Source: an optimization exercise on an open RTL-to-GDS flow (aim: small area). Production flows keep margins and buffers that such runs may drop.
The RTL was checked by simulation tests, not by an equivalence proof against the original design.
No driver is modelled on the clock port, so clocking that relies on it looks cheaper here than on a real chip.

==> flow/design.v (outline; a module is shown in full before it is edited, if it fits) <==
// module rp_adc_frontend: 33 lines
// module rp_pid_channel: 2781 lines
// module rp_fa: 10 lines
// module rp_ha: 9 lines
// module rp_err: 141 lines
// module rp_hn: 9 lines
// module rp_xn2: 7 lines
// module rp_or2: 7 lines
// module rp_output_limiter: 81 lines
// module rp_dac_formatter: 28 lines
// module rp_lock_top: 59 lines
module rp_lock_top (
  input  logic         adc_clk,
  input  logic         rst_n_i,
  input  logic [31:0]  adc_dat_i,
  input  logic         digital_loop_i,
  input  logic [93:0]  pid_cfg_i,
  input  logic [83:0]  limit_cfg_i,
  output logic [13:0]  dac_dat_o,
  output logic         dac_sel_o,
  output logic [3:0]   railed_o
);
  // ...
==> flow/flow/run.sh <==
#!/bin/bash
# Layout flow: the standard ORFS flow (standard.sh, with its unchanged synthesis), with
#  - the buffers Yosys/ABC inserted removed at floorplan (repair_design later buffers what
#    the placed design needs),
#  - the port buffers that global placement inserts made of the smallest buffer cell, and
#  - clock tree synthesis without dummy load cells (ORFS's CTS arguments otherwise).
# make's full output goes to flow_make.log; each ORFS step logs under orfs/logs/.
set -euo pipefail
cd "$(dirname "$0")/.."
bash standard.sh \
  REMOVE_ABC_BUFFERS=1 \
  BUFFER_PORTS_ARGS="-buffer_cell sky130_fd_sc_hd__buf_1" \
  CTS_ARGS="-sink_clustering_enable -repair_clock_nets -dont_use_dummy_load" \
  finish > flow_make.log 2>&1
==> flow/standard.sh <==
#!/bin/bash
# synth_recipe.tcl (not shown) runs the flow's synth.tcl, then flattens the netlist and writes it again
# the make line also repeats each setting of config.mk as NAME=value (left out here)
make -C /OpenROAD-flow-scripts/flow DESIGN_CONFIG=/design/flow/config.mk WORK_HOME=/design/flow/orfs CLKGATE_MAP_FILE= SYNTH_SCRIPT=/design/flow/synth_recipe.tcl "${@:-finish}"
==> flow/config.mk <==
export PLATFORM = sky130hd
export DESIGN_NAME = rp_lock_top
export DESIGN_NICKNAME = rp_lock_top
export VERILOG_FILES = /design/flow/design.v
export SDC_FILE = /design/flow/constraint.sdc
export NUM_CORES = 4
export LEC_CHECK = 0
export CAP_MARGIN = 5
export CORE_MARGIN = 2
export CORE_UTILIZATION = 40
export GPL_TIMING_DRIVEN = 0
export SLEW_MARGIN = 5
export SYNTH_HIERARCHICAL = 1
export SYNTH_MINIMUM_KEEP_SIZE = 0
==> flow/constraint.sdc <==
create_clock -name core_clock -period 13.0 [get_ports {adc_clk}]
set_input_delay 2.6000 -clock core_clock [delete_from_list [all_inputs] [get_ports {adc_clk}]]
set_output_delay 2.6000 -clock core_clock [all_outputs]
set_load 0.01 [all_outputs]
==> flow_summary.yaml, run 1 <==
outcome:
  status: "complete, no violations"
setup_path:
  cp.buffers_inverters: 6
  criticalPathCategory: "primary input to register"
  cpLargestDelayFamily: "adder cells"
  rr_endpoint: "g_ch[1].i_pid.ctrl_q[6]$_DFF_PN0_"
place:
  pre_cts_slack_ns: -1.415
  routabilityCongestion: 0.8948
  place_inst: 4626
sta:
  finalClockSkew_ns: 0.02989
  max_freq_mhz: 79.41
cts:
  ctsHoldBuffers: 0
  clockBufferDepth: 2
  clk_pin_slew_ns: 0.08
  tritoncts: "built"
drt:
  vias_per_cell: 5.651
  wl_per_cell_um: 22.61
  drc: 0
floorplanning:
  core_sq_um: 88780
  nWellTaps: 1165
global_routing:
  grt_pass1_vias: 28850
  gr-usage-met2: 0.3542
  gr-total-overflow: 0
  grt_use_met1: 0.3680
cells_and_area:
  fin_cells: 4694
  nNonClkInverters: 149
  final_core_util: 0.4386
  sh_seq_area: 0.1044
logic_synthesis:
  synth_most_common_cell: "nand2_1"
  synth_top_family_by_area: "adder cells"
  muxShareOfSynthArea: 0.02112
  synth_area_leader_cell: "fa_1"
  synthAdderAreaFrac: 0.5430
  ys_ff_latch: 159
worst_hold_path:
  hp-start: "g_ch[0].i_limit.lim_q[8]$_DFF_PN0_"
  hp-class: "register to register"
  min_to: "i_dac.code_q[8]$_DFF_PN1_"
run:
  max_cap_viol_count: 0
==> inputs of run 2 (changes only) <==
--- a/flow/design.v
+++ b/flow/design.v
@@ -2813,17 +2813,17 @@
 assign t_sum[24] = ~pt_x778;
 assign t_sum[25] = ~pt_x780;
 assign t_sum[26] = ~pt_x791;
 assign t_sum[27] = ~pt_x793;
 assign t_sum[28] = ~pt_x795;
 assign t_sum[29] = ~pt_x797;
 assign t_sum[30] = ~pt_x802;
 assign t_sum[31] = pt_x804;
-assign e_zero   = (e == 15'd0);
+assign e_zero   = (cfg_i.setpoint == sample_i);
 assign ki_zero  = (ki == '0);
 assign i_freeze = !ki_zero && ((railed_i.high && !e[14] && !e_zero) || (railed_i.low && e[14]));
 always_comb
 begin
   if (!cfg_i.enable)
     integ_d = '0;
   else if (i_freeze)
     integ_d = integ_q;
==> flow/flow/run.sh (replaced) <==
#!/bin/bash
# Layout flow: the standard ORFS flow (standard.sh, with its unchanged synthesis), with
#  - the buffers Yosys/ABC inserted removed at floorplan (repair_design later buffers what
#    the placed design needs),
#  - the port buffers that global placement inserts made of the smallest buffer cell,
#  - after placement repair, cells on paths with spare slack sized down (flow/recover.tcl),
#  - clock tree synthesis without dummy load cells (ORFS's CTS arguments otherwise).
# make's full output goes to flow_make.log; each ORFS step logs under orfs/logs/.
set -euo pipefail
cd "$(dirname "$0")/.."
bash standard.sh \
  REMOVE_ABC_BUFFERS=1 \
  BUFFER_PORTS_ARGS="-buffer_cell sky130_fd_sc_hd__buf_1" \
  POST_RESIZE_TCL="$PWD/flow/recover.tcl" \
  CTS_ARGS="-sink_clustering_enable -repair_clock_nets -dont_use_dummy_load" \
  finish > flow_make.log 2>&1
==> flow/flow/recover.tcl (new file) <==
# After placement repair: downsize cells on paths that have slack to spare (the
# resizer's power recovery), so that cells Yosys/ABC sized up for speed shrink back.
log_cmd estimate_parasitics -placement
log_cmd repair_timing -recover_power 100 -setup_margin 0.5
report_worst_slack
==> flow_summary.yaml, run 2 <==
logic_synthesis:
  synthDistinctLibCells: 89
  synth-edff-count: 0
  synthTopCellsByCount: "nand2_1, fa_1, clkbuf_1"
  synthFlopType: "dfrtp_1"
  synth_area_sq_um: 35990
  syn_avg_cell_area_sq_um: 10.53
  synth_top_area_share: 0.5196
  synth_area_leaders: "fa_1, nand2_1, dfrtp_1, dfstp_2, xnor2_1"
  synth_area_leader_cell: "fa_1"
  synth_warnings: 10
  netlist_instances: 3416
  ys_ff_latch: 159
  seq_area_frac_synth: 0.1130
  async_flop_share: 1.000
  synth_most_common_cell: "nand2_1"
setup_path:
  cp_max_fo: 32
  rrSetupSlack_ns: 2.40
  arrival_ns: 12.89
  rr_endpoint: "g_ch[1].i_pid.integ_nq[5]$_DFF_PN1_"
  crit_path_end_kind: "register"
  required_ns: 13.41
  reg2reg_from: "i_frontend.sample_q[14]$_DFF_PN0_"
  ff2ff_path_depth: 32
  cpPeakStageDelay_ns: 0.64
  crit_top_cell: "fa_1"
  slowest_stage: "ha_4"
  criticalPathCategory: "primary input to register"
  worstSetupStartpointType: "primary input"
run:
  max_cap_viol_count: 0
sta:
  finalCritPeriodShare: 0.9595
  max_freq_mhz: 80.17
  fin_crit_ns: 12.47
  finalClockSkew_ns: 0.03146
  grt_setup_unrepaired: "false"
  slew_headroom: 0.1545
  hold_viol: 0
  tightest_slew_ns: 1.265
  setup_viol: 0
  fin_tns_setup_ns: 0
  final_max_slew_viol_count: 0
cells_and_area:
  drive_gt1_frac: 0.07124
  layout_commonest_cell: "nand2_1"
  final_cell_mix: "nand2_1, fa_1, buf_1"
  final_core_util: 0.4285
  multi_input_area_sq_um: 30450
  fin_nets: 4684
  largest_reg_flops: 56
  syn2layout_area_growth_pct: 6.686
  largest_register: "g_ch.i_pid.integ_nq"
  seqCellArea_sq_um: 4065
  fillers: 8514
global_routing:
  grt_util_all_layers: 0.2405
  antenna_found_initial: 18
  grt_pass1_vias: 28580
  gr-total-overflow: 0
  grt_first_pass_wirelength_um: 169400
  grt_max_degree: 41
worst_hold_path:
  hp-class: "register to register"
  min_to: "i_dac.code_q[5]$_DFF_PN1_"
  hp-start: "g_ch[0].i_limit.lim_q[5]$_DFF_PN0_"
  hold_depth: 1
cts:
  ctsHoldBuffers: 0
  clk_latency_ns: 0.50
  h-tree-depth: 4
  clk_pin_slew_ns: 0.08
  root_buffer: "clkbuf_16"
  clockBufferDepth: 2
  cts_sinks: 159
  numCtsBuffers: 17
  tritoncts: "built"
floorplanning:
  initial_core_util: 0.4016
  core_sq_um: 89600
  die_y_um: 303.9
  dieArea_sq_um: 92380
  die_w_um: 303.9
  core.rowCount: 110
  pin_count: 232
drt:
  routed_wl_um: 105400
  wl_per_cell_um: 22.56
  drc: 0
  vias: 25850
  drt_iter0_drc: 1726
  ant_nets: 0
  vias_per_cell: 5.536
  firstDrtPassIters: 5
place:
  routabilityCongestion: 0.8800
  place_hpwl_um: 83990
  port_buffers: 227
outcome:
  status: "complete, no violations"
[run 2: cell types whose count changed in the layout (fill, tap and decap cells not counted), moves of 10 or more]
| cell | previous run | this run |
|---|---|---|
| a211oi_1 | 11 | 52 |
| a21oi_1 | 29 | 14 |
| buf_4 | 26 | 5 |
| inv_1 | 147 | 157 |
| mux2_1 | 0 | 10 |
| nor2_1 | 50 | 82 |
| o21ai_0 | 46 | 57 |
| o21ai_2 | 24 | 2 |
| o221a_1 | 18 | 0 |
| o221a_2 | 34 | 20 |
| xnor2_1 | 108 | 134 |
[run 2: kinds of logic after synthesis]
logic type / after synthesis / share of synthesized area
compound gates: 280 / 0.06808
xor+xnor: 178 / 0.04374
simple gates: 1344 / 0.1621
mux: 74 / 0.02173
fa+ha+maj: 1008 / 0.5444
flops: 159 / 0.1130
buf+inv: 373 / 0.04701
[run 2: through the flow]
| step | hold WS (ns) | cell area (sq um) | instances | worst slack, ns |
|---|---|---|---|---|
| 6_report | 0.4195 | 38390 | 4670 | 0.5263 |
| 2_1_floorplan | 0.3890 | 34880 | 3200 | 0.4231 |
| 3_3_place_gp | 0.4082 | 37210 | 4603 | -2.395 |
| 3_5_place_dp | 0.4161 | 37770 | 4632 | -0.3791 |
| 5_1_grt | 0.4260 | 38390 | 4667 | 0.03794 |
| 4_1_cts | 0.4167 | 38190 | 4649 | 0.1628 |
[run 2: Yosys stat by module, one instance, submodules excluded, excerpt]
module / cells inside / times used / flops+latches / cell area [sq um]
rp_dac_formatter: 32 / 1 / 15 / 568.0
rp_ha: 1 / 10 / 0 / 12.51
rp_output_limiter: 174 / 2 / 16 / 1511
rp_pid_channel: 861 / 2 / 42 / 5191
rp_or2: 1 / 82 / 0 / 6.256
rp_adc_frontend: 88 / 1 / 28 / 1101
rp_fa: 1 / 934 / 0 / 20.02
rp_err: 59 / 2 / 0 / 429.2
rp_xn2: 1 / 82 / 0 / 8.758
[run 2: worst max-delay path by stage]
stage	start	endpoint	slack, ns	cells after the start
after floorplan	pid_cfg_i[32]	g_ch[0].i_pid.integ_nq[10]$_DFF_PN1_	0.42	34
final	pid_cfg_i[79]	g_ch[1].i_pid.integ_nq[5]$_DFF_PN1_	0.53	34
after global placement	pid_cfg_i[79]	g_ch[1].i_pid.integ_nq[0]$_DFF_PN1_	-2.40	35
after CTS	pid_cfg_i[32]	g_ch[0].i_pid.integ_nq[26]$_DFF_PN1_	0.16	34
after detailed placement	pid_cfg_i[32]	g_ch[0].i_pid.integ_nq[14]$_DFF_PN1_	-0.38	34
after global routing	pid_cfg_i[79]	g_ch[1].i_pid.integ_nq[1]$_DFF_PN1_	0.04	34
[run 2: routing by layer]
| layer | track usage | routed length [um] |
|---|---|---|
| met1 | 0.3436 | 46530 |
| met2 | 0.3732 | 48210 |
| met3 | 0.04541 | 7675 |
| met4 | 0.07243 | 2908 |
| met5 | 0 | 53 |
[run 2: area by class of cell]
cell class	instances	area share
Multi-Input combinational cell	2884	0.7931
Sequential cell	159	0.1059
Tap cell	1176	0.03832
Timing Repair Buffer	264	0.03542
Inverter	157	0.01535
Clock buffer	17	0.01108
Antenna cell	13	0.0008473
[run 2: what timing repair did]
item,4_1_cts,5_1_grt
resized for setup,0,8
setup endpoints to repair,0,67
setup buffers,0,6
[run 2: worst max-delay path: cells and delay by family]
kind / cells / cell delay, ns
buffers and inverters: 5 / 0.44
adder cells (fa/ha/maj): 14 / 5.80
XOR/XNOR: 1 / 0.38
AO/OA/AOI/OAI: 9 / 2.54
AND/OR/NAND/NOR: 5 / 1.09
==> inputs of run 3 (changes only) <==
==> flow/flow/recover.tcl (replaced) <==
# After placement repair: downsize cells on paths that have slack to spare (the
# resizer's power recovery), so that cells Yosys/ABC sized up for speed shrink back.
log_cmd estimate_parasitics -placement
log_cmd repair_timing -recover_power 100 -setup_margin 0.1
report_worst_slack
==> flow_summary.yaml, run 3 <==
outcome:
  status: "complete, no violations"
setup_path:
  ff2ff_path_depth: 32
  worstSetupStartpointType: "primary input"
  cpPeakStageDelay_ns: 0.64
  arrival_ns: 12.89
  crit_path_end_kind: "register"
  cp_max_fo: 32
  required_ns: 13.41
  crit_top_cell: "fa_1"
  criticalPathCategory: "primary input to register"
  slowest_stage: "ha_4"
floorplanning:
  initial_core_util: 0.4016
  pin_count: 232
  core.rowCount: 110
  die_y_um: 303.9
  dieArea_sq_um: 92380
  die_w_um: 303.9
  core_sq_um: 89600
drt:
  vias_per_cell: 5.536
  drc: 0
  drt_iter0_drc: 1726
  vias: 25850
  ant_nets: 0
  routed_wl_um: 105400
  wl_per_cell_um: 22.56
  firstDrtPassIters: 5
cells_and_area:
  multi_input_area_sq_um: 30450
  largest_reg_flops: 56
  fin_cells: 4670
  final_core_util: 0.4285
  layout_commonest_cell: "nand2_1"
  fin_area_sq_um: 38390
  seqCellArea_sq_um: 4065
  largest_register: "g_ch.i_pid.integ_nq"
  fin_nets: 4684
  final_cell_mix: "nand2_1, fa_1, buf_1"
  fillers: 8514
  drive_gt1_frac: 0.07124
  syn2layout_area_growth_pct: 6.686
global_routing:
  grt_pass1_vias: 28580
  grt_first_pass_wirelength_um: 169400
  antenna_found_initial: 18
  grt_use_met1: 0.3436
  gr-usage-met2: 0.3732
  grt_max_degree: 41
  grt_util_all_layers: 0.2405
  grtUsageMet3: 0.04541
  gr-total-overflow: 0
  top_usage_layer: "met2"
place:
  place_inst: 4632
  port_buffers: 227
  routabilityCongestion: 0.8800
  place_hpwl_um: 83990
  place_area_sq_um: 37770
logic_synthesis:
  synth_warnings: 10
  synth_area_leader_cell: "fa_1"
  synthDistinctLibCells: 89
  synth_top_area_share: 0.5196
  syn_avg_cell_area_sq_um: 10.53
  netlist_instances: 3416
  synth-edff-count: 0
  ys_ff_latch: 159
  seq_area_frac_synth: 0.1130
  synth_area_leaders: "fa_1, nand2_1, dfrtp_1, dfstp_2, xnor2_1"
  async_flop_share: 1.000
  synth_most_common_cell: "nand2_1"
  synth_area_sq_um: 35990
  synthTopCellsByCount: "nand2_1, fa_1, clkbuf_1"
  synthFlopType: "dfrtp_1"
cts:
  numCtsBuffers: 17
  clockBufferDepth: 2
  ctsHoldBuffers: 0
  h-tree-depth: 4
  clk_latency_ns: 0.50
  root_buffer: "clkbuf_16"
  tritoncts: "built"
  clk_pin_slew_ns: 0.08
  cts_sinks: 159
sta:
  fin_crit_ns: 12.47
  final_max_slew_viol_count: 0
  max_freq_mhz: 80.17
  grt_setup_unrepaired: "false"
  tightest_slew_ns: 1.265
  hold_viol: 0
  slew_headroom: 0.1545
  finalClockSkew_ns: 0.03146
  setup_viol: 0
  hold_slack_ns: 0.4195
  finalCritPeriodShare: 0.9595
worst_hold_path:
  hp-class: "register to register"
  hold_depth: 1
run:
  max_cap_viol_count: 0
## run 3: modules after synthesis, one instance, submodules excluded, a selection
module	copies in the design	flip-flops and latches	area, sq um
rp_adc_frontend	1	28	1101
rp_dac_formatter	1	15	568.0
rp_err	2	0	429.2
rp_fa	934	0	20.02
rp_ha	10	0	12.51
rp_or2	82	0	6.256
rp_output_limiter	2	16	1511
rp_pid_channel	2	42	5191
rp_xn2	82	0	8.758
## run 3: routing by layer
metal,routed length [um],vias to the layer above
li1,-,10930
met1,46530,13830
met2,48210,944
met3,7675,138
met4,2908,8
met5,53,-
## run 3: per-stage QoR
stage | setup TNS (ns) | setup WS, ns
final | 0 | 0.5263
after global routing | 0 | 0.03794
after CTS | 0 | 0.1628
after detailed placement | -17.79 | -0.3791
after global placement | -176.31 | -2.395
after floorplan | 0 | 0.4231
## run 3: worst max-delay path, delay by kind of cell
kind | cells | cell delay (ns)
AOI/OAI and AO/OA | 9 | 2.54
xor gates and xnor gates | 1 | 0.38
and+or+nand+nor | 5 | 1.09
buffers and inverters | 5 | 0.44
adders and majority gates | 14 | 5.80
## run 3: path summary, 6_finish.rpt
path                                                     from                                    end  slack (ns)
setup / recovery                                pid_cfg_i[79]    g_ch[1].i_pid.integ_nq[5]$_DFF_PN1_        0.53
hold / removal             g_ch[0].i_limit.lim_q[5]$_DFF_PN0_              i_dac.code_q[5]$_DFF_PN1_        0.42
setup reg to reg            i_frontend.sample_q[14]$_DFF_PN0_    g_ch[1].i_pid.integ_nq[5]$_DFF_PN1_        2.40
hold reg to reg            g_ch[0].i_limit.lim_q[5]$_DFF_PN0_              i_dac.code_q[5]$_DFF_PN1_        0.42
max in group asynchronous                             rst_n_i       i_frontend.sample_q[9]$_DFF_PN0_        7.67
min in group asynchronous                             rst_n_i  g_ch[1].i_limit.railed_q[1]$_DFF_PN0_        2.30
## run 3: layout make-up
class,instances,share of cell area
Inverter,157,0.01535
Tap cell,1176,0.03832
Multi-Input combinational cell,2884,0.7931
Timing Repair Buffer,264,0.03542
Sequential cell,159,0.1059
Clock buffer,17,0.01108
Antenna cell,13,0.0008473
## run 3: cell families after synthesis
family | Yosys count | share of synthesized area
buf+inv | 373 | 0.04701
mux | 74 | 0.02173
xor+xnor | 178 | 0.04374
fa+ha+maj | 1008 | 0.5444
flops | 159 | 0.1130
simple gates | 1344 | 0.1621
compound gates | 280 | 0.06808
## run 3: repair_timing
action | 4_1_cts | 5_1_grt
setup endpoints to repair | 0 | 67
buffers inserted | 0 | 6
gates resized for setup | 0 | 8
==> inputs of run 4 (changes only) <==
==> flow/flow/run.sh (replaced) <==
#!/bin/bash
# Layout flow: the standard ORFS flow (standard.sh, with its unchanged synthesis), with
#  - the buffers Yosys/ABC inserted removed at floorplan (repair_design later buffers what
#    the placed design needs),
#  - the port buffers that global placement inserts made of the smallest buffer cell,
#  - after placement repair, cells on paths with spare slack sized down (flow/recover.tcl),
#  - clock tree synthesis without dummy load cells, from clkbuf_8 leaf buffers driving small clusters.
# make's full output goes to flow_make.log; each ORFS step logs under orfs/logs/.
set -euo pipefail
cd "$(dirname "$0")/.."
bash standard.sh \
  REMOVE_ABC_BUFFERS=1 \
  BUFFER_PORTS_ARGS="-buffer_cell sky130_fd_sc_hd__buf_1" \
  POST_RESIZE_TCL="$PWD/flow/recover.tcl" \
  CTS_ARGS="-sink_clustering_enable -repair_clock_nets -dont_use_dummy_load -root_buf sky130_fd_sc_hd__clkbuf_16 -buf_list sky130_fd_sc_hd__clkbuf_8 -sink_clustering_size 10 -sink_clustering_max_diameter 60" \
  finish > flow_make.log 2>&1
==> flow/flow/recover.tcl (replaced) <==
# After placement repair: downsize cells on paths that have slack to spare (the
# resizer's power recovery), so that cells Yosys/ABC sized up for speed shrink back.
log_cmd estimate_parasitics -placement
log_cmd repair_timing -recover_power 100 -setup_margin 0.5
report_worst_slack
==> flow_summary.yaml, run 4 <==
logic_synthesis:
  synth_warnings: 10
  synth-edff-count: 0
  synth_area_sq_um: 35990
  syn_avg_cell_area_sq_um: 10.53
  synthDistinctLibCells: 89
  synth_top_area_share: 0.5196
  ys_ff_latch: 159
  synth_area_leader_cell: "fa_1"
  synthTopCellsByCount: "nand2_1, fa_1, clkbuf_1"
  seq_area_frac_synth: 0.1130
  synth_most_common_cell: "nand2_1"
  netlist_instances: 3416
  synthFlopType: "dfrtp_1"
  async_flop_share: 1.000
  synth_area_leaders: "fa_1, nand2_1, dfrtp_1, dfstp_2, xnor2_1"
cts:
  root_buffer: "clkbuf_16"
  tritoncts: "built"
  ctsHoldBuffers: 0
  cts_sinks: 159
  h-tree-depth: 4
  clk_latency_ns: 0.46
  numCtsBuffers: 17
  clk_pin_slew_ns: 0.09
  clockBufferDepth: 2
outcome:
  status: "complete, no violations"
cells_and_area:
  drive_gt1_frac: 0.07124
  fillers: 8538
  final_cell_mix: "nand2_1, fa_1, buf_1"
  largest_register: "g_ch.i_pid.integ_nq"
  syn2layout_area_growth_pct: 6.171
  multi_input_area_sq_um: 30450
  seqCellArea_sq_um: 4065
  layout_commonest_cell: "nand2_1"
  fin_nets: 4684
  largest_reg_flops: 56
setup_path:
  required_ns: 13.37
  cpPeakStageDelay_ns: 0.65
  criticalPathCategory: "primary input to register"
  worstSetupStartpointType: "primary input"
  slowest_stage: "ha_4"
  ff2ff_path_depth: 32
  cp_max_fo: 32
  crit_top_cell: "fa_1"
  crit_path_end_kind: "register"
  arrival_ns: 12.90
global_routing:
  grt_max_degree: 41
  grt_pass1_vias: 28540
  grt_util_all_layers: 0.2404
  antenna_found_initial: 16
  grt_first_pass_wirelength_um: 169300
  gr-total-overflow: 0
sta:
  grt_setup_unrepaired: "false"
  finalClockSkew_ns: 0.04610
  final_max_slew_viol_count: 0
  fin_crit_ns: 12.53
  setup_viol: 0
  max_freq_mhz: 79.79
  finalCritPeriodShare: 0.9640
  hold_viol: 0
  setup_ws_ns: 0.4676
  hold_slack_ns: 0.4190
  slew_headroom: 0.1540
  tightest_slew_ns: 1.268
place:
  port_buffers: 227
  routabilityCongestion: 0.8800
  pre_cts_slack_ns: -0.3791
  place_hpwl_um: 83990
floorplanning:
  die_w_um: 303.9
  initial_core_util: 0.4016
  core.rowCount: 110
  core_sq_um: 89600
  dieArea_sq_um: 92380
  die_y_um: 303.9
  pin_count: 232
drt:
  vias: 25800
  vias_per_cell: 5.527
  wl_per_cell_um: 22.56
  drt_iter0_drc: 1776
  routed_wl_um: 105300
  drc: 0
  firstDrtPassIters: 5
  ant_nets: 0
run:
  max_cap_viol_count: 0
worst_hold_path:
  hp-class: "register to register"
  hold_depth: 1
## run 4: metal layers
metal | vias to the layer above | GRT usage | routed length [um] | part of all wire
met1 | 13840 | 0.3428 | 46640 | 0.44
li1 | 10930 | - | - | -
met5 | - | 0 | 53 | 0.00050
met3 | 129 | 0.04812 | 7550 | 0.072
met4 | 8 | 0.06896 | 2769 | 0.026
met2 | 897 | 0.3734 | 48300 | 0.46
## run 4: timing repair
action,CTS,global route
resized for setup,0,8
endpoints found under the setup margin,0,67
buffers inserted,0,6
## run 4: per-stage QoR
stage / utilization / std cells / setup TNS [ns] / instance area, sq um
after detailed placement: 0.4215 / 4632 / -17.79 / 37770
after floorplan: - / 3200 / 0 / 34880
final: 0.4264 / 4668 / 0 / 38210
after global placement: 0.4153 / 4603 / -176.31 / 37210
after CTS: 0.4242 / 4649 / 0 / 38010
after global routing: 0.4264 / 4665 / 0 / 38200
## run 4: area by class of cell
| type | count | area share |
|---|---|---|
| timing repair buffer | 264 | 0.03560 |
| clock buffer | 17 | 0.006418 |
| inverter | 157 | 0.01542 |
| multi-input combinational | 2884 | 0.7969 |
| antenna | 11 | 0.0007204 |
| sequential | 159 | 0.1064 |
| tap | 1176 | 0.03851 |
## run 4: cell families after synthesis
family                     synth area share
DFF                                  0.1130
adders and majority gates            0.5444
buffers and inverters               0.04701
and+or+nand+nor                      0.1621
muxes                               0.02173
xor gates and xnor gates            0.04374
AOI/OAI and AO/OA                   0.06808
## run 4: final timing paths
| check | startpoint | to | slack, ns |
|---|---|---|---|
| setup / recovery | pid_cfg_i[79] | g_ch[1].i_pid.integ_nq[1]$_DFF_PN1_ | 0.47 |
| min in group asynchronous | rst_n_i | g_ch[1].i_limit.railed_q[1]$_DFF_PN0_ | 2.35 |
| setup reg to reg | i_frontend.sample_q[14]$_DFF_PN0_ | g_ch[1].i_pid.integ_nq[1]$_DFF_PN1_ | 2.39 |
| max in group asynchronous | rst_n_i | i_frontend.sample_q[9]$_DFF_PN0_ | 7.66 |
| hold / removal | g_ch[1].i_limit.lim_q[9]$_DFF_PN0_ | i_dac.code_q[9]$_DFF_PN1_ | 0.42 |
| hold reg to reg | g_ch[1].i_limit.lim_q[9]$_DFF_PN0_ | i_dac.code_q[9]$_DFF_PN1_ | 0.42 |
## run 4: modules after synthesis (local to each module, per instance), a selection
module / flops+latches / cells
rp_pid_channel: 42 / 861
rp_output_limiter: 16 / 174
rp_adc_frontend: 28 / 88
rp_dac_formatter: 15 / 32
rp_err: 0 / 59
rp_fa: 0 / 1
rp_ha: 0 / 1
rp_xn2: 0 / 1
rp_or2: 0 / 1
## run 4: worst max-delay path: cells and delay by family
kind,cells,cell delay [ns]
AO/OA/AOI/OAI,9,2.53
AND/OR/NAND/NOR,5,1.10
adder cells (fa/ha/maj),14,5.81
buffers and inverters,5,0.44
XOR/XNOR,1,0.38
==> inputs of run 5 (changes only) <==
--- a/flow/config.mk
+++ b/flow/config.mk
@@ -9,6 +9,7 @@
 export CORE_MARGIN = 2
 export CORE_UTILIZATION = 40
 export GPL_TIMING_DRIVEN = 0
+export PLACE_DENSITY = 0.7
 export SLEW_MARGIN = 5
 export SYNTH_HIERARCHICAL = 1
 export SYNTH_MINIMUM_KEEP_SIZE = 0
==> flow_summary.yaml, run 5 <==
drt:
  highest_layer: "met5"
  vias: 25940
  routed_wl_um: 102900
  firstDrtPassIters: 5
  drc: 0
  vias_per_cell: 5.573
  dr_wl_met2_um: 47320
  wl_met3_um: 10760
  drt_iter0_drc: 2003
  ant_nets: 0
  wl_per_cell_um: 22.10
  wl_met1_um: 41860
floorplanning:
  core_sq_um: 89600
  dieArea_sq_um: 92380
  pin_count: 232
  initial_core_util: 0.4016
  core.rowCount: 110
  die_w_um: 303.9
  die_y_um: 303.9
logic_synthesis:
  synthFlopType: "dfrtp_1"
  netlist_instances: 3416
  synth_warnings: 10
  ys_ff_latch: 159
  seq_area_frac_synth: 0.1130
  synth_most_common_cell: "nand2_1"
  synth_area_leader_cell: "fa_1"
  synth_area_leaders: "fa_1, nand2_1, dfrtp_1, dfstp_2, xnor2_1"
  synth_top_area_share: 0.5196
  syn_avg_cell_area_sq_um: 10.53
  synthTopCellsByCount: "nand2_1, fa_1, clkbuf_1"
  synthDistinctLibCells: 89
  synth-edff-count: 0
  async_flop_share: 1.000
  synth_area_sq_um: 35990
sta:
  finalClockSkew_ns: 0.04103
  hold_slack_ns: 0.4065
  max_freq_mhz: 79.77
  fin_crit_ns: 12.54
  final_max_slew_viol_count: 0
  tightest_slew_ns: 1.289
  setup_viol: 0
  hold_viol: 0
  slew_headroom: 0.1409
  grt_setup_unrepaired: "false"
  finalCritPeriodShare: 0.9643
global_routing:
  antenna_found_initial: 34
  gr-total-overflow: 0
  grt_util_all_layers: 0.2312
  grt_max_degree: 38
  grt_pass1_vias: 28640
  grt_first_pass_wirelength_um: 164400
cts:
  clk_pin_slew_ns: 0.08
  ctsHoldBuffers: 0
  root_buffer: "clkbuf_16"
  numCtsBuffers: 17
  tritoncts: "built"
  cts_setup_buffers: 0
  clk_latency_ns: 0.43
  clockBufferDepth: 2
  h-tree-depth: 4
  cts_sinks: 159
place:
  routabilityCongestion: 0.9237
  place_hpwl_um: 82080
  port_buffers: 227
cells_and_area:
  fin_nets: 4675
  fillers: 8367
  drive_gt1_frac: 0.06941
  layout_commonest_cell: "nand2_1"
  final_core_util: 0.4253
  final_cell_mix: "nand2_1, fa_1, buf_1"
  syn2layout_area_growth_pct: 5.890
  largest_register: "g_ch.i_pid.integ_nq"
  largest_reg_flops: 56
setup_path:
  cpPeakStageDelay_ns: 0.54
  criticalPathCategory: "primary input to register"
  worstSetupStartpointType: "primary input"
  required_ns: 13.34
  ff2ff_path_depth: 33
  slowest_stage: "xor2_4"
  crit_path_end_kind: "register"
  cp_max_fo: 13
  rrSetupSlack_ns: 2.42
  crit_top_cell: "fa_1"
  arrival_ns: 12.88
worst_hold_path:
  hp-class: "register to register"
  hold_depth: 1
run:
  max_cap_viol_count: 0
outcome:
  status: "complete, no violations"
-- run 5: metrics by stage --
| step | setup slack (ns) | setup TNS (ns) | cells | area [sq um] |
|---|---|---|---|---|
| after floorplan | 0.4231 | 0 | 3200 | 34880 |
| after global placement | -1.995 | -147.24 | 4603 | 37210 |
| after detailed placement | -0.3392 | -15.50 | 4629 | 37720 |
| after CTS | 0.1337 | 0 | 4646 | 37960 |
| after global routing | 0.04232 | 0 | 4652 | 38100 |
| final | 0.4637 | 0 | 4654 | 38110 |
-- run 5: logic make-up after synthesis --
logic type                 synth area share
AOI/OAI and AO/OA                   0.06808
xor gates and xnor gates            0.04374
adders and majority gates            0.5444
buffers and inverters               0.04701
DFF                                  0.1130
muxes                               0.02173
and+or+nand+nor                      0.1621
-- run 5: path summary, 6_finish.rpt --
check | startpoint | to
max in group asynchronous | rst_n_i | g_ch[0].i_pid.integ_nq[27]$_DFF_PN1_
min | g_ch[0].i_limit.lim_q[10]$_DFF_PN0_ | i_dac.code_q[10]$_DFF_PN1_
max | pid_cfg_i[32] | g_ch[0].i_pid.integ_nq[8]$_DFF_PN1_
max reg2reg | i_frontend.sample_q[0]$_DFF_PN0_ | g_ch[0].i_pid.integ_nq[8]$_DFF_PN1_
min in group asynchronous | rst_n_i | g_ch[1].i_limit.lim_q[0]$_DFF_PN0_
min reg2reg | g_ch[0].i_limit.lim_q[10]$_DFF_PN0_ | i_dac.code_q[10]$_DFF_PN1_
-- run 5: Yosys stat by module (local to each module, per instance), excerpt --
module,cells inside,cell area (sq um),copies in the design,flops+latches
rp_adc_frontend,88,1101,1,28
rp_dac_formatter,32,568.0,1,15
rp_err,59,429.2,2,0
rp_xn2,1,8.758,82,0
rp_ha,1,12.51,10,0
rp_output_limiter,174,1511,2,16
rp_or2,1,6.256,82,0
rp_fa,1,20.02,934,0
rp_pid_channel,861,5191,2,42
-- run 5: cell type report --
type / instances / area [sq um] / area share
antenna: 6 / 15.01 / 0.0003940
clock buffer: 17 / 245.2 / 0.006436
inverter: 157 / 589.3 / 0.01546
multi-input combinational: 2884 / 30450 / 0.7992
sequential: 159 / 4065 / 0.1067
tap: 1176 / 1471 / 0.03861
timing repair buffer: 255 / 1267 / 0.03326
-- run 5: worst max-delay path, delay by kind of cell --
kind	cells	cell delay, ns
AND/OR/NAND/NOR	5	1.07
buffers and inverters	5	0.44
XOR/XNOR	2	0.94
adder cells (fa/ha/maj)	14	5.29
AO/OA/AOI/OAI	9	2.48
-- run 5: what timing repair did --
| item | in CTS | in global routing |
|---|---|---|
| setup endpoints to repair | 0 | 80 |
| gates resized for setup | 0 | 10 |
| endpoints found under the hold margin | 0 | 0 |
-- run 5: routing by layer --
| layer | vias up | global-route usage |
|---|---|---|
| met1 | 13650 | 0.3141 |
| met4 | 54 | 0.06699 |
| met5 | - | 0 |
| met3 | 191 | 0.06957 |
| li1 | 10900 | - |
| met2 | 1137 | 0.3590 |
==> inputs of run 6 (changes only) <==
--- a/flow/config.mk
+++ b/flow/config.mk
@@ -9,7 +9,7 @@
 export CORE_MARGIN = 2
 export CORE_UTILIZATION = 40
 export GPL_TIMING_DRIVEN = 0
-export PLACE_DENSITY = 0.7
+export PLACE_DENSITY = 0.85
 export SLEW_MARGIN = 5
 export SYNTH_HIERARCHICAL = 1
 export SYNTH_MINIMUM_KEEP_SIZE = 0
==> flow_summary.yaml, run 6 <==
sta:
  hold_slack_ns: 0.4211
  finalClockSkew_ns: 0.02719
  grt_setup_unrepaired: "false"
  final_max_slew_viol_count: 0
  setup_ws_ns: 0.4316
  finalCritPeriodShare: 0.9668
  fin_tns_setup_ns: 0
  tightest_slew_ns: 1.251
  fin_crit_ns: 12.57
  hold_viol: 0
  max_freq_mhz: 79.56
  slew_headroom: 0.1621
  setup_viol: 0
setup_path:
  cpPeakStageDelay_ns: 0.57
  crit_top_cell: "fa_1"
  slowest_stage: "fa_1"
  criticalPathCategory: "primary input to register"
  rrSetupSlack_ns: 2.34
  rr_endpoint: "g_ch[1].i_pid.integ_nq[6]$_DFF_PN1_"
  worstSetupStartpointType: "primary input"
  ff2ff_path_depth: 34
  crit_path_end_kind: "register"
  required_ns: 13.37
  reg2reg_from: "i_frontend.sample_q[14]$_DFF_PN0_"
  arrival_ns: 12.94
  cp_max_fo: 24
drt:
  wl_met3_um: 12470
  vias_per_cell: 5.751
  vias: 26780
  drc: 0
  dr_wl_met2_um: 47460
  highest_layer: "met5"
  firstDrtPassIters: 5
  wl_per_cell_um: 22.00
  drt_iter0_drc: 2256
  ant_nets: 0
  routed_wl_um: 102400
  wl_met1_um: 38300
logic_synthesis:
  async_flop_share: 1.000
  synth_top_family_by_area: "adder cells"
  synth_most_common_cell: "nand2_1"
  synthFlopType: "dfrtp_1"
  syn_avg_cell_area_sq_um: 10.53
  synth_compound_area_frac: 0.06808
  synth_top_area_share: 0.5196
  synth_area_sq_um: 35990
  synth_area_leaders: "fa_1, nand2_1, dfrtp_1, dfstp_2, xnor2_1"
  synth_xor_area_frac: 0.04374
  synthSimpleGateAreaFrac: 0.1621
  ys_ff_latch: 159
  synthTopCellsByCount: "nand2_1, fa_1, clkbuf_1"
  synth-edff-count: 0
  synth_area_leader_cell: "fa_1"
  muxShareOfSynthArea: 0.02173
  synthDistinctLibCells: 89
  netlist_instances: 3416
  synth_warnings: 10
  synthAdderAreaFrac: 0.5444
  seq_area_frac_synth: 0.1130
cts:
  cts_setup_buffers: 0
  h-tree-depth: 4
  numCtsBuffers: 17
  clk_latency_ns: 0.45
  clk_pin_slew_ns: 0.09
  root_buffer: "clkbuf_16"
  clockBufferDepth: 2
  ctsHoldBuffers: 0
  tritoncts: "built"
  cts_sinks: 159
global_routing:
  grt_pass1_vias: 30220
  gr-total-overflow: 0
  antenna_found_initial: 23
  grt_util_all_layers: 0.2310
  grt_max_degree: 37
  grt_first_pass_wirelength_um: 165600
place:
  place_area_sq_um: 37700
  routabilityCongestion: 0.9569
  port_buffers: 227
  pre_cts_slack_ns: -0.6622
  place_hpwl_um: 81260
cells_and_area:
  fin_area_sq_um: 38110
  fin_nets: 4674
  layout_commonest_cell: "nand2_1"
  drive_gt1_frac: 0.07231
  largest_reg_flops: 56
  final_cell_mix: "nand2_1, fa_1, buf_1"
  largest_register: "g_ch.i_pid.integ_nq"
  syn2layout_area_growth_pct: 5.911
worst_hold_path:
  hp-class: "register to register"
  hold_depth: 1
  min_to: "i_dac.code_q[1]$_DFF_PN1_"
  hp-start: "g_ch[0].i_limit.lim_q[1]$_DFF_PN0_"
floorplanning:
  core_sq_um: 89600
  initial_core_util: 0.4016
  die_y_um: 303.9
  pin_count: 232
  core.rowCount: 110
  dieArea_sq_um: 92380
  die_w_um: 303.9
run:
  max_cap_viol_count: 0
outcome:
  status: "complete, no violations"
[run 6: area by class of cell]
type                    instances  area [sq um]
diodes                          9         22.52
clock buffers                  17         245.2
fillers                      8088         51480
inverters                     157         589.3
multi-input cells            2884         30460
flip-flops and latches        159          4065
well taps                    1176          1471
repair buffers                254          1261
[run 6: metrics by stage]
step                        util  std cells
after floorplan                -       3200
after global placement    0.4153       4603
after detailed placement  0.4208       4628
after CTS                 0.4237       4645
after global routing      0.4252       4650
final                     0.4254       4656
[run 6: worst max-delay path, delay by kind of cell]
family                   cells  cell delay [ns]
AND/OR/NAND/NOR              5             0.99
buffers and inverters        6             0.71
AO/OA/AOI/OAI                9             2.44
adder cells (fa/ha/maj)     14             5.31
XOR/XNOR                     2             0.83
[run 6: per-layer routing]
metal,vias to the layer above,GRT usage
met5,-,0
met3,321,0.07570
met2,1648,0.3571
met4,26,0.1019
met1,13870,0.2969
li1,10910,-
[run 6: what timing repair did]
item                       CTS  global route
pin swaps                    0             0
setup endpoints to repair   51            52
resized for setup            4             8
[run 6: Yosys stat by module, one instance, submodules excluded, excerpt]
module	cells	area, sq um
rp_dac_formatter	32	568.0
rp_output_limiter	174	1511
rp_or2	1	6.256
rp_xn2	1	8.758
rp_adc_frontend	88	1101
rp_fa	1	20.02
rp_ha	1	12.51
rp_pid_channel	861	5191
rp_err	59	429.2
[run 6: worst max-delay path by stage]
stage | start | end | slack (ns) | cells past startpoint
after floorplan | pid_cfg_i[32] | g_ch[0].i_pid.integ_nq[10]$_DFF_PN1_ | 0.42 | 34
after global placement | pid_cfg_i[79] | g_ch[1].i_pid.integ_nq[14]$_DFF_PN1_ | -1.80 | 35
after detailed placement | pid_cfg_i[32] | g_ch[0].i_pid.integ_nq[22]$_DFF_PN1_ | -0.66 | 34
after CTS | pid_cfg_i[32] | g_ch[0].i_pid.integ_nq[22]$_DFF_PN1_ | 0.18 | 32
after global routing | pid_cfg_i[79] | g_ch[1].i_pid.integ_nq[7]$_DFF_PN1_ | 0.06 | 36
final | pid_cfg_i[79] | g_ch[1].i_pid.integ_nq[6]$_DFF_PN1_ | 0.43 | 36
[run 6: cells by family after synthesis]
group,Yosys count
compound gates,280
xor+xnor,178
fa+ha+maj,1008
buf+inv,373
flops,159
mux,74
simple gates,1344
==> inputs of run 7 (changes only) <==
--- a/flow/config.mk
+++ b/flow/config.mk
@@ -9,7 +9,7 @@
 export CORE_MARGIN = 2
 export CORE_UTILIZATION = 40
 export GPL_TIMING_DRIVEN = 0
-export PLACE_DENSITY = 0.85
+export PLACE_DENSITY = 0.6
 export SLEW_MARGIN = 5
 export SYNTH_HIERARCHICAL = 1
 export SYNTH_MINIMUM_KEEP_SIZE = 0
==> flow_summary.yaml, run 7 <==
outcome:
  status: "complete, no violations"
drt:
  wl_met3_um: 7550
  ant_nets: 0
  firstDrtPassIters: 5
  drt_iter0_drc: 1776
  vias: 25800
  highest_layer: "met5"
  routed_wl_um: 105300
  wl_per_cell_um: 22.56
  drc: 0
  dr_wl_met2_um: 48300
  wl_met1_um: 46640
  vias_per_cell: 5.527
cells_and_area:
  drive_gt1_frac: 0.07124
  fin_cells: 4668
  final_cell_mix: "nand2_1, fa_1, buf_1"
  largest_reg_flops: 56
  fin_area_sq_um: 38210
  layout_commonest_cell: "nand2_1"
  largest_register: "g_ch.i_pid.integ_nq"
  fin_nets: 4684
  syn2layout_area_growth_pct: 6.171
  fillers: 8538
sta:
  finalCritPeriodShare: 0.9640
  slew_headroom: 0.1540
  hold_slack_ns: 0.4190
  hold_viol: 0
  tightest_slew_ns: 1.268
  grt_setup_unrepaired: "false"
  setup_viol: 0
  setup_ws_ns: 0.4676
  max_freq_mhz: 79.79
  finalClockSkew_ns: 0.04610
  fin_crit_ns: 12.53
  final_max_slew_viol_count: 0
logic_synthesis:
  synth_area_leader_cell: "fa_1"
  netlist_instances: 3416
  ys_ff_latch: 159
  synth-edff-count: 0
  synthDistinctLibCells: 89
  synth_most_common_cell: "nand2_1"
  synth_area_leaders: "fa_1, nand2_1, dfrtp_1, dfstp_2, xnor2_1"
  synthTopCellsByCount: "nand2_1, fa_1, clkbuf_1"
  synth_top_area_share: 0.5196
  synth_area_sq_um: 35990
  seq_area_frac_synth: 0.1130
  synth_warnings: 10
  synthFlopType: "dfrtp_1"
  async_flop_share: 1.000
  syn_avg_cell_area_sq_um: 10.53
floorplanning:
  initial_core_util: 0.4016
  core_sq_um: 89600
  pin_count: 232
  die_y_um: 303.9
  die_w_um: 303.9
  core.rowCount: 110
  dieArea_sq_um: 92380
worst_hold_path:
  hp-start: "g_ch[1].i_limit.lim_q[9]$_DFF_PN0_"
  hold_depth: 1
  hp-class: "register to register"
  min_to: "i_dac.code_q[9]$_DFF_PN1_"
global_routing:
  antenna_found_initial: 16
  grt_max_degree: 41
  grt_pass1_vias: 28540
  grt_util_all_layers: 0.2404
  grt_first_pass_wirelength_um: 169300
  gr-total-overflow: 0
run:
  max_cap_viol_count: 0
setup_path:
  cpPeakStageDelay_ns: 0.65
  reg2reg_from: "i_frontend.sample_q[14]$_DFF_PN0_"
  cp_max_fo: 32
  worstSetupStartpointType: "primary input"
  ff2ff_path_depth: 32
  criticalPathCategory: "primary input to register"
  rrSetupSlack_ns: 2.39
  required_ns: 13.37
  slowest_stage: "ha_4"
  arrival_ns: 12.90
  crit_path_end_kind: "register"
  rr_endpoint: "g_ch[1].i_pid.integ_nq[1]$_DFF_PN1_"
  crit_top_cell: "fa_1"
cts:
  clk_latency_ns: 0.46
  numCtsBuffers: 17
  tritoncts: "built"
  cts_sinks: 159
  clk_pin_slew_ns: 0.09
  ctsHoldBuffers: 0
  root_buffer: "clkbuf_16"
  h-tree-depth: 4
  clockBufferDepth: 2
place:
  place_hpwl_um: 83990
  place_inst: 4632
  place_area_sq_um: 37770
  routabilityCongestion: 0.8800
  port_buffers: 227
  pre_cts_slack_ns: -0.3791
-- run 7: cell count changes in the layout (fill, tap and decap cells not counted), moves of 3 or more --
| cell | before | now |
|---|---|---|
| mux2_2 | 25 | 17 |
| dfstp_2 | 69 | 66 |
| dfstp_1 | 0 | 3 |
| buf_6 | 7 | 4 |
| buf_4 | 0 | 5 |
| buf_12 | 8 | 12 |
| mux2_1 | 2 | 10 |
-- run 7: worst max-delay path: cells and delay by family --
kind	cells	cell delay, ns
adder cells (fa/ha/maj)	14	5.81
AO/OA/AOI/OAI	9	2.53
XOR/XNOR	1	0.38
buffers and inverters	5	0.44
AND/OR/NAND/NOR	5	1.10
-- run 7: logic make-up after synthesis --
kind of cell,Yosys count,synth area share
muxes,74,0.02173
xor gates and xnor gates,178,0.04374
DFF,159,0.1130
buffers and inverters,373,0.04701
AOI/OAI and AO/OA,280,0.06808
and+or+nand+nor,1344,0.1621
adders and majority gates,1008,0.5444
-- run 7: cell type report --
| class | instances | area, sq um | share of cell area |
|---|---|---|---|
| timing repair buffer | 264 | 1360 | 0.03560 |
| clock buffer | 17 | 245.2 | 0.006418 |
| tap | 1176 | 1471 | 0.03851 |
| multi-input combinational | 2884 | 30450 | 0.7969 |
| antenna | 11 | 27.53 | 0.0007204 |
| inverter | 157 | 589.3 | 0.01542 |
| sequential | 159 | 4065 | 0.1064 |
-- run 7: routing by layer --
metal	global-route usage	vias to the layer above
met5	0	-
met3	0.04812	129
met1	0.3428	13840
met2	0.3734	897
li1	-	10930
met4	0.06896	8
-- run 7: worst max-delay path by stage --
stage | start | endpoint | slack, ns | cells past startpoint
after floorplan | pid_cfg_i[32] | g_ch[0].i_pid.integ_nq[10]$_DFF_PN1_ | 0.42 | 34
after global placement | pid_cfg_i[79] | g_ch[1].i_pid.integ_nq[0]$_DFF_PN1_ | -2.40 | 35
after detailed placement | pid_cfg_i[32] | g_ch[0].i_pid.integ_nq[14]$_DFF_PN1_ | -0.38 | 34
after CTS | pid_cfg_i[32] | g_ch[0].i_pid.integ_nq[26]$_DFF_PN1_ | 0.12 | 34
after global routing | pid_cfg_i[79] | g_ch[1].i_pid.integ_nq[1]$_DFF_PN1_ | 0.007 | 34
final | pid_cfg_i[79] | g_ch[1].i_pid.integ_nq[1]$_DFF_PN1_ | 0.47 | 34
-- run 7: through the flow --
step	setup TNS (ns)	util
floorplan	0	-
global placement	-176.31	0.4153
detailed placement	-17.79	0.4215
CTS	0	0.4242
global route	0	0.4264
finish	0	0.4264
-- run 7: what timing repair did --
item	4_1_cts	5_1_grt
setup endpoints to repair	0	67
buffers inserted	0	6
resized for setup	0	8
-- run 7: per-module statistics from Yosys (local to each module, per instance), excerpt --
module,flip-flops and latches,cells,copies in the design
rp_adc_frontend,28,88,1
rp_dac_formatter,15,32,1
rp_err,0,59,2
rp_fa,0,1,934
rp_ha,0,1,10
rp_or2,0,1,82
rp_output_limiter,16,174,2
rp_xn2,0,1,82
==> inputs of run 8 (changes only) <==
==> flow/flow/run.sh (replaced) <==
#!/bin/bash
# Layout flow: the standard ORFS flow (standard.sh, with its unchanged synthesis), with
#  - the buffers Yosys/ABC inserted removed at floorplan (repair_design later buffers what
#    the placed design needs),
#  - the port buffers that global placement inserts made of the smallest buffer cell,
#  - after placement repair and again after clock tree synthesis, cells on paths with spare
#    slack sized down (flow/recover.tcl, flow/recover_cts.tcl),
#  - clock tree synthesis without dummy load cells, from clkbuf_8 leaf buffers driving small clusters.
# make's full output goes to flow_make.log; each ORFS step logs under orfs/logs/.
set -euo pipefail
cd "$(dirname "$0")/.."
bash standard.sh \
  REMOVE_ABC_BUFFERS=1 \
  BUFFER_PORTS_ARGS="-buffer_cell sky130_fd_sc_hd__buf_1" \
  POST_RESIZE_TCL="$PWD/flow/recover.tcl" \
  POST_CTS_TCL="$PWD/flow/recover_cts.tcl" \
  CTS_ARGS="-sink_clustering_enable -repair_clock_nets -dont_use_dummy_load -root_buf sky130_fd_sc_hd__clkbuf_16 -buf_list sky130_fd_sc_hd__clkbuf_8 -sink_clustering_size 10 -sink_clustering_max_diameter 60" \
  finish > flow_make.log 2>&1
==> flow/flow/recover_cts.tcl (new file) <==
# After clock tree synthesis and its repair: with the clock tree in place, downsize cells
# on paths with spare slack (the resizer's power recovery); smaller cells keep the
# placement legal. Global routing's repair runs afterwards as usual.
set_propagated_clock [all_clocks]
log_cmd estimate_parasitics -placement
log_cmd repair_timing -recover_power 100 -setup_margin 0.2
report_worst_slack
==> flow/config.mk (replaced) <==
export PLATFORM = sky130hd
export DESIGN_NAME = rp_lock_top
export DESIGN_NICKNAME = rp_lock_top
export VERILOG_FILES = /design/flow/design.v
export SDC_FILE = /design/flow/constraint.sdc
export NUM_CORES = 4
export LEC_CHECK = 0
export CAP_MARGIN = 10
export CORE_MARGIN = 2
export CORE_UTILIZATION = 40
export GPL_TIMING_DRIVEN = 0
export SLEW_MARGIN = 10
export SYNTH_HIERARCHICAL = 1
export SYNTH_MINIMUM_KEEP_SIZE = 0
==> flow_summary.yaml, run 8 <==
global_routing:
  grt_max_degree: 34
  grt_first_pass_wirelength_um: 169600
  antenna_found_initial: 17
  grt_pass1_vias: 28470
  grt_util_all_layers: 0.2405
  gr-total-overflow: 0
logic_synthesis:
  syn_avg_cell_area_sq_um: 10.53
  synth_xor_area_frac: 0.04374
  synthFlopType: "dfrtp_1"
  synth_area_leader_cell: "fa_1"
  synth-edff-count: 0
  synth_most_common_cell: "nand2_1"
  synthSimpleGateAreaFrac: 0.1621
  synthTopCellsByCount: "nand2_1, fa_1, clkbuf_1"
  synthAdderAreaFrac: 0.5444
  seq_area_frac_synth: 0.1130
  synth_top_family_by_area: "adder cells"
  synth_top_area_share: 0.5196
  synthDistinctLibCells: 89
  netlist_instances: 3416
  synth_area_leaders: "fa_1, nand2_1, dfrtp_1, dfstp_2, xnor2_1"
  synth_warnings: 10
  muxShareOfSynthArea: 0.02173
  synth_compound_area_frac: 0.06808
  async_flop_share: 1.000
  synth_area_sq_um: 35990
  ys_ff_latch: 159
floorplanning:
  core.rowCount: 110
  pin_count: 232
  die_w_um: 303.9
  core_sq_um: 89600
  dieArea_sq_um: 92380
  initial_core_util: 0.4016
  die_y_um: 303.9
cells_and_area:
  fin_cells: 4680
  fin_nets: 4691
  largest_register: "g_ch.i_pid.integ_nq"
  fin_area_sq_um: 38290
  layout_commonest_cell: "nand2_1"
  final_cell_mix: "nand2_1, fa_1, buf_1"
  syn2layout_area_growth_pct: 6.387
  largest_reg_flops: 56
  drive_gt1_frac: 0.07024
place:
  routabilityCongestion: 0.8800
  place_hpwl_um: 84290
  port_buffers: 227
  place_inst: 4638
  pre_cts_slack_ns: -0.3001
  place_area_sq_um: 37850
sta:
  setup_ws_ns: 0.5566
  setup_viol: 0
  slew_headroom: 0.1324
  fin_crit_ns: 12.44
  tightest_slew_ns: 1.301
  grt_setup_unrepaired: "false"
  final_max_slew_viol_count: 0
  finalCritPeriodShare: 0.9572
  hold_viol: 0
  finalClockSkew_ns: 0.04810
  max_freq_mhz: 80.36
  hold_slack_ns: 0.4005
worst_hold_path:
  hold_depth: 1
  hp-class: "register to register"
setup_path:
  criticalPathCategory: "primary input to register"
  slowest_stage: "fa_1"
  arrival_ns: 12.82
  cpPeakStageDelay_ns: 0.54
  worstSetupStartpointType: "primary input"
  crit_top_cell: "fa_1"
  cp_max_fo: 25
  crit_path_end_kind: "register"
  ff2ff_path_depth: 33
  required_ns: 13.38
cts:
  clk_latency_ns: 0.47
  tritoncts: "built"
  cts_sinks: 159
  clk_pin_slew_ns: 0.09
drt:
  routed_wl_um: 105400
  vias: 25900
  drt_iter0_drc: 1851
  ant_nets: 0
  vias_per_cell: 5.534
  drc: 0
  wl_per_cell_um: 22.51
  firstDrtPassIters: 5
run:
  max_cap_viol_count: 0
outcome:
  status: "complete, no violations"
-- run 8: Yosys stat by module, one instance, submodules excluded, excerpt --
module             cells  area (sq um)  copies in the design  flops+latches
rp_pid_channel       861          5191                     2             42
rp_output_limiter    174          1511                     2             16
rp_adc_frontend       88          1101                     1             28
rp_dac_formatter      32         568.0                     1             15
rp_err                59         429.2                     2              0
rp_fa                  1         20.02                   934              0
rp_ha                  1         12.51                    10              0
rp_xn2                 1         8.758                    82              0
rp_or2                 1         6.256                    82              0
-- run 8: final timing paths --
path,from,endpoint,slack (ns)
min in group asynchronous,rst_n_i,g_ch[1].i_limit.railed_q[1]$_DFF_PN0_,2.11
worst max register to register,i_frontend.sample_q[14]$_DFF_PN0_,g_ch[1].i_pid.integ_nq[9]$_DFF_PN1_,2.47
worst min register to register,g_ch[1].i_limit.lim_q[9]$_DFF_PN0_,i_dac.code_q[9]$_DFF_PN1_,0.40
max in group asynchronous,rst_n_i,i_frontend.sample_q[9]$_DFF_PN0_,7.63
worst min-delay path,g_ch[1].i_limit.lim_q[9]$_DFF_PN0_,i_dac.code_q[9]$_DFF_PN1_,0.40
worst max-delay path,pid_cfg_i[79],g_ch[1].i_pid.integ_nq[9]$_DFF_PN1_,0.56
-- run 8: layout make-up --
type,instances,area (sq um)
fillers,8558,51310
repair buffers,271,1489
diodes,16,40.04
clock buffers,17,245.2
multi-input cells,2884,30390
inverters,157,589.3
well taps,1176,1471
flip-flops and latches,159,4065
-- run 8: per-layer routing --
| metal | track usage | up-vias | wire length (um) |
|---|---|---|---|
| met5 | 0 | - | 23 |
| met4 | 0.06097 | 4 | 2057 |
| met3 | 0.05126 | 97 | 8809 |
| met2 | 0.3735 | 1012 | 48610 |
| met1 | 0.3440 | 13850 | 45870 |
| li1 | - | 10940 | - |
-- run 8: worst max-delay path: cells and delay by family --
| kind | cells | cell delay, ns |
|---|---|---|
| AND/OR/NAND/NOR | 5 | 1.03 |
| AO/OA/AOI/OAI | 9 | 2.52 |
| adder cells (fa/ha/maj) | 14 | 5.64 |
| XOR/XNOR | 1 | 0.37 |
| buffers and inverters | 6 | 0.63 |
-- run 8: kinds of logic after synthesis --
kind of cell               Yosys count
buffers and inverters              373
AOI/OAI and AO/OA                  280
and+or+nand+nor                   1344
xor gates and xnor gates           178
DFF                                159
adders and majority gates         1008
muxes                               74
-- run 8: metrics by stage --
step,TNS (ns),util
2_1_floorplan,0,-
3_3_place_gp,-176.31,0.4153
3_5_place_dp,-11.77,0.4224
5_1_grt,0,0.4271
6_report,0,0.4273
==> inputs of run 9 (changes only) <==
==> flow/flow/run.sh (replaced) <==
#!/bin/bash
# Layout flow: the standard ORFS flow (standard.sh, with its unchanged synthesis), with
#  - the buffers Yosys/ABC inserted removed at floorplan (repair_design later buffers what
#    the placed design needs),
#  - the port buffers that global placement inserts made of the smallest buffer cell,
#  - after floorplan and again after placement repair, cells on paths with spare slack sized
#    down (flow/recover_fp.tcl, flow/recover.tcl),
#  - clock tree synthesis without dummy load cells, from clkbuf_8 leaf buffers driving small clusters.
# make's full output goes to flow_make.log; each ORFS step logs under orfs/logs/.
set -euo pipefail
cd "$(dirname "$0")/.."
bash standard.sh \
  REMOVE_ABC_BUFFERS=1 \
  BUFFER_PORTS_ARGS="-buffer_cell sky130_fd_sc_hd__buf_1" \
  POST_FLOORPLAN_TCL="$PWD/flow/recover_fp.tcl" \
  POST_RESIZE_TCL="$PWD/flow/recover.tcl" \
  CTS_ARGS="-sink_clustering_enable -repair_clock_nets -dont_use_dummy_load -root_buf sky130_fd_sc_hd__clkbuf_16 -buf_list sky130_fd_sc_hd__clkbuf_8 -sink_clustering_size 10 -sink_clustering_max_diameter 60" \
  finish > flow_make.log 2>&1
==> flow/flow/recover_fp.tcl (new file) <==
# After floorplan (before placement, so with ideal wires): downsize cells that synthesis
# sized up for speed, keeping 1.0 ns of setup slack for the wires; placement and the
# later repair steps size up or buffer again wherever the placed design needs it.
log_cmd repair_timing -recover_power 100 -setup_margin 1.0
report_worst_slack
--- a/flow/config.mk
+++ b/flow/config.mk
@@ -5,10 +5,11 @@
 export SDC_FILE = /design/flow/constraint.sdc
 export NUM_CORES = 4
 export LEC_CHECK = 0
-export CAP_MARGIN = 10
+export CAP_MARGIN = 5
 export CORE_MARGIN = 2
 export CORE_UTILIZATION = 40
 export GPL_TIMING_DRIVEN = 0
-export SLEW_MARGIN = 10
+export PLACE_DENSITY = 0.7
+export SLEW_MARGIN = 5
 export SYNTH_HIERARCHICAL = 1
 export SYNTH_MINIMUM_KEEP_SIZE = 0
removed: flow/flow/recover_cts.tcl
==> flow_summary.yaml, run 9 <==
sta:
  finalCritPeriodShare: 0.9607
  grt_setup_unrepaired: "false"
  final_max_slew_viol_count: 0
  setup_ws_ns: 0.5115
  slew_headroom: 0.1057
  fin_tns_setup_ns: 0
  fin_crit_ns: 12.49
  setup_viol: 0
global_routing:
  gr-total-overflow: 0
  antenna_found_initial: 35
  grt_first_pass_wirelength_um: 166400
  grt_max_degree: 43
place:
  port_buffers: 227
  place_hpwl_um: 82170
  pre_cts_slack_ns: -0.7174
  place_area_sq_um: 37720
  routabilityCongestion: 0.9276
setup_path:
  slowest_stage: "a31oi_1"
  reg2reg_from: "i_frontend.sample_q[0]$_DFF_PN0_"
  crit_top_cell: "fa_1"
  criticalPathCategory: "primary input to register"
  rrSetupSlack_ns: 2.45
  rr_endpoint: "g_ch[0].i_pid.ctrl_q[2]$_DFF_PN0_"
  arrival_ns: 12.71
  required_ns: 13.22
  cp_max_fo: 23
run:
  max_cap_viol_count: 0
floorplanning:
  core.rowCount: 110
  die_w_um: 303.9
  die_y_um: 303.9
  core_sq_um: 89600
  dieArea_sq_um: 92380
  initial_core_util: 0.4016
logic_synthesis:
  synth_area_leaders: "fa_1, nand2_1, dfrtp_1, dfstp_2, xnor2_1"
  syn_avg_cell_area_sq_um: 10.53
  synth_top_area_share: 0.5196
  synth-edff-count: 0
  synth_warnings: 10
  async_flop_share: 1.000
  synthAdderAreaFrac: 0.5444
  synth_compound_area_frac: 0.06808
  synth_area_sq_um: 35990
  synthTopCellsByCount: "nand2_1, fa_1, clkbuf_1"
  synth_xor_area_frac: 0.04374
  synthFlopType: "dfrtp_1"
worst_hold_path:
  hold_depth: 1
  hp-class: "register to register"
  hp-start: "g_ch[0].i_limit.lim_q[7]$_DFF_PN0_"
  min_to: "i_dac.code_q[7]$_DFF_PN1_"
cells_and_area:
  layout_commonest_cell: "nand2_1"
  largest_reg_flops: 56
  fin_cells: 4662
  drive_gt1_frac: 0.06584
  fin_nets: 4681
  fin_area_sq_um: 38210
  final_cell_mix: "nand2_1, fa_1, buf_1"
  largest_register: "g_ch.i_pid.integ_nq"
cts:
  clk_pin_slew_ns: 0.09
  tritoncts: "built"
drt:
  wl_per_cell_um: 22.32
  drc: 0
  drt_iter0_drc: 2089
outcome:
  status: "complete, no violations"
==> run 9: changes by cell type in the layout (fill, tap and decap cells not counted), sizes merged <==
cell | before | now
buf | 258 | 250
diode | 16 | 8
clkbuf | 30 | 28
==> run 9: stage by stage <==
stage / hold WS, ns / utilization
2_1_floorplan: 0.3890 / -
3_3_place_gp: 0.4100 / 0.4148
3_5_place_dp: 0.4296 / 0.4210
4_1_cts: 0.4451 / 0.4242
5_1_grt: 0.4609 / 0.4264
6_report: 0.4461 / 0.4264
==> run 9: worst max-delay path by stage <==
stage          slack [ns]  cells past startpoint          start                              endpoint
2_1_floorplan        0.42                     34  pid_cfg_i[32]  g_ch[0].i_pid.integ_nq[10]$_DFF_PN1_
3_3_place_gp        -2.40                     35  pid_cfg_i[79]   g_ch[1].i_pid.integ_nq[0]$_DFF_PN1_
3_5_place_dp        -0.72                     34  pid_cfg_i[79]   g_ch[1].i_pid.integ_nq[2]$_DFF_PN1_
4_1_cts              0.15                     35  pid_cfg_i[32]   g_ch[0].i_pid.integ_nq[9]$_DFF_PN1_
5_1_grt              0.03                     34  pid_cfg_i[79]     g_ch[1].i_pid.ctrl_q[1]$_DFF_PN0_
6_report             0.51                     36  pid_cfg_i[32]     g_ch[0].i_pid.ctrl_q[2]$_DFF_PN0_
==> run 9: cell families (layout without fill, tap and decap cells) <==
| kind of cell | after synthesis | in the layout |
|---|---|---|
| AOI/OAI and AO/OA | 280 | 280 |
| xor gates and xnor gates | 178 | 178 |
| adders and majority gates | 1008 | 1008 |
| buffers and inverters | 373 | 435 |
| DFF | 159 | 159 |
| muxes | 74 | 74 |
| other | 0 | 8 |
| and+or+nand+nor | 1344 | 1344 |
==> run 9: per-module statistics from Yosys (local to each module, per instance), excerpt <==
module / area [sq um] / flops+latches / times used
rp_xn2: 8.758 / 0 / 82
rp_adc_frontend: 1101 / 28 / 1
rp_dac_formatter: 568.0 / 15 / 1
rp_ha: 12.51 / 0 / 10
rp_output_limiter: 1511 / 16 / 2
rp_fa: 20.02 / 0 / 934
rp_or2: 6.256 / 0 / 82
rp_pid_channel: 5191 / 42 / 2
rp_err: 429.2 / 0 / 2
==> run 9: area by class of cell <==
cell class	instances	area, sq um	area share
Clock buffer	17	245.2	0.006418
Inverter	157	589.3	0.01542
Timing Repair Buffer	261	1388	0.03632
Multi-Input combinational cell	2884	30430	0.7964
Sequential cell	159	4065	0.1064
Tap cell	1176	1471	0.03851
Antenna cell	8	20.02	0.0005239
==> run 9: worst max-delay path: cells and delay by family <==
kind,cells,cell delay [ns]
fa+ha+maj,14,5.25
buf+inv,6,0.70
simple gates,8,1.15
xor+xnor,2,0.42
compound gates,6,2.55
==> run 9: layer usage <==
| layer | vias to the layer above | GRT usage | wire [um] |
|---|---|---|---|
| met2 | 1101 | 0.3653 | 47550 |
| met5 | - | 0 | 267 |
| met4 | 46 | 0.07995 | 3388 |
| met3 | 247 | 0.06491 | 9932 |
| met1 | 13860 | 0.3151 | 42910 |
| li1 | 10910 | - | - |
==> run 9: repair_timing <==
item                       CTS  global route
hold buffers                 0             0
resized for setup            5             8
buffers inserted             0             4
setup endpoints to repair   22            80
pin swaps                    0             2

[port drivers added, routing unchanged]
Ports are ideal in the flow. The routed layouts listed here were re-timed in OpenROAD.
Step 1 (the two cells are an assumption about what drives the block):
set clk [get_ports {adc_clk}]
set_driving_cell -lib_cell sky130_fd_sc_hd__clkbuf_16 $clk
set_driving_cell -lib_cell sky130_fd_sc_hd__buf_2 [delete_from_list [all_inputs] $clk]
Step 2 moves the port delays by t, midway between the first and last clock arrival at a register: inputs arrive t later, outputs are due t later. That takes back most of the time a late clock gives input paths.
Three values: ideal ports, drivers, drivers and shift; two values: the first two.
run | shift t [ns] | setup slack, ns | worst setup path at the end | pins driven straight from the clock port
run 1 | 0.557 | 0.408 / 0.452 / -0.105 | input to register | 1
run 2 | 0.544 | 0.526 / 0.551 / 0.007 | input to register | 1
run 3 | 0.544 | 0.526 / 0.551 / 0.007 | input to register | 1
run 4 | 0.494 | 0.468 / 0.492 / -0.002 | input to register | 1
run 5 | 0.461 | 0.464 / 0.494 / 0.033 | input to register | 1
run 6 | 0.495 | 0.432 / 0.436 / -0.060 | input to register | 1
run 7 | 0.494 | 0.468 / 0.492 / -0.002 | input to register | 1
run 8 | 0.503 | 0.557 / 0.579 / 0.076 | input to register | 1
run 9 | 0.468 | 0.512 / 0.536 / 0.068 | input to register | 1
With both steps, setup timing fails in run 1, run 4, run 6 and run 7, where it was met with ideal ports.
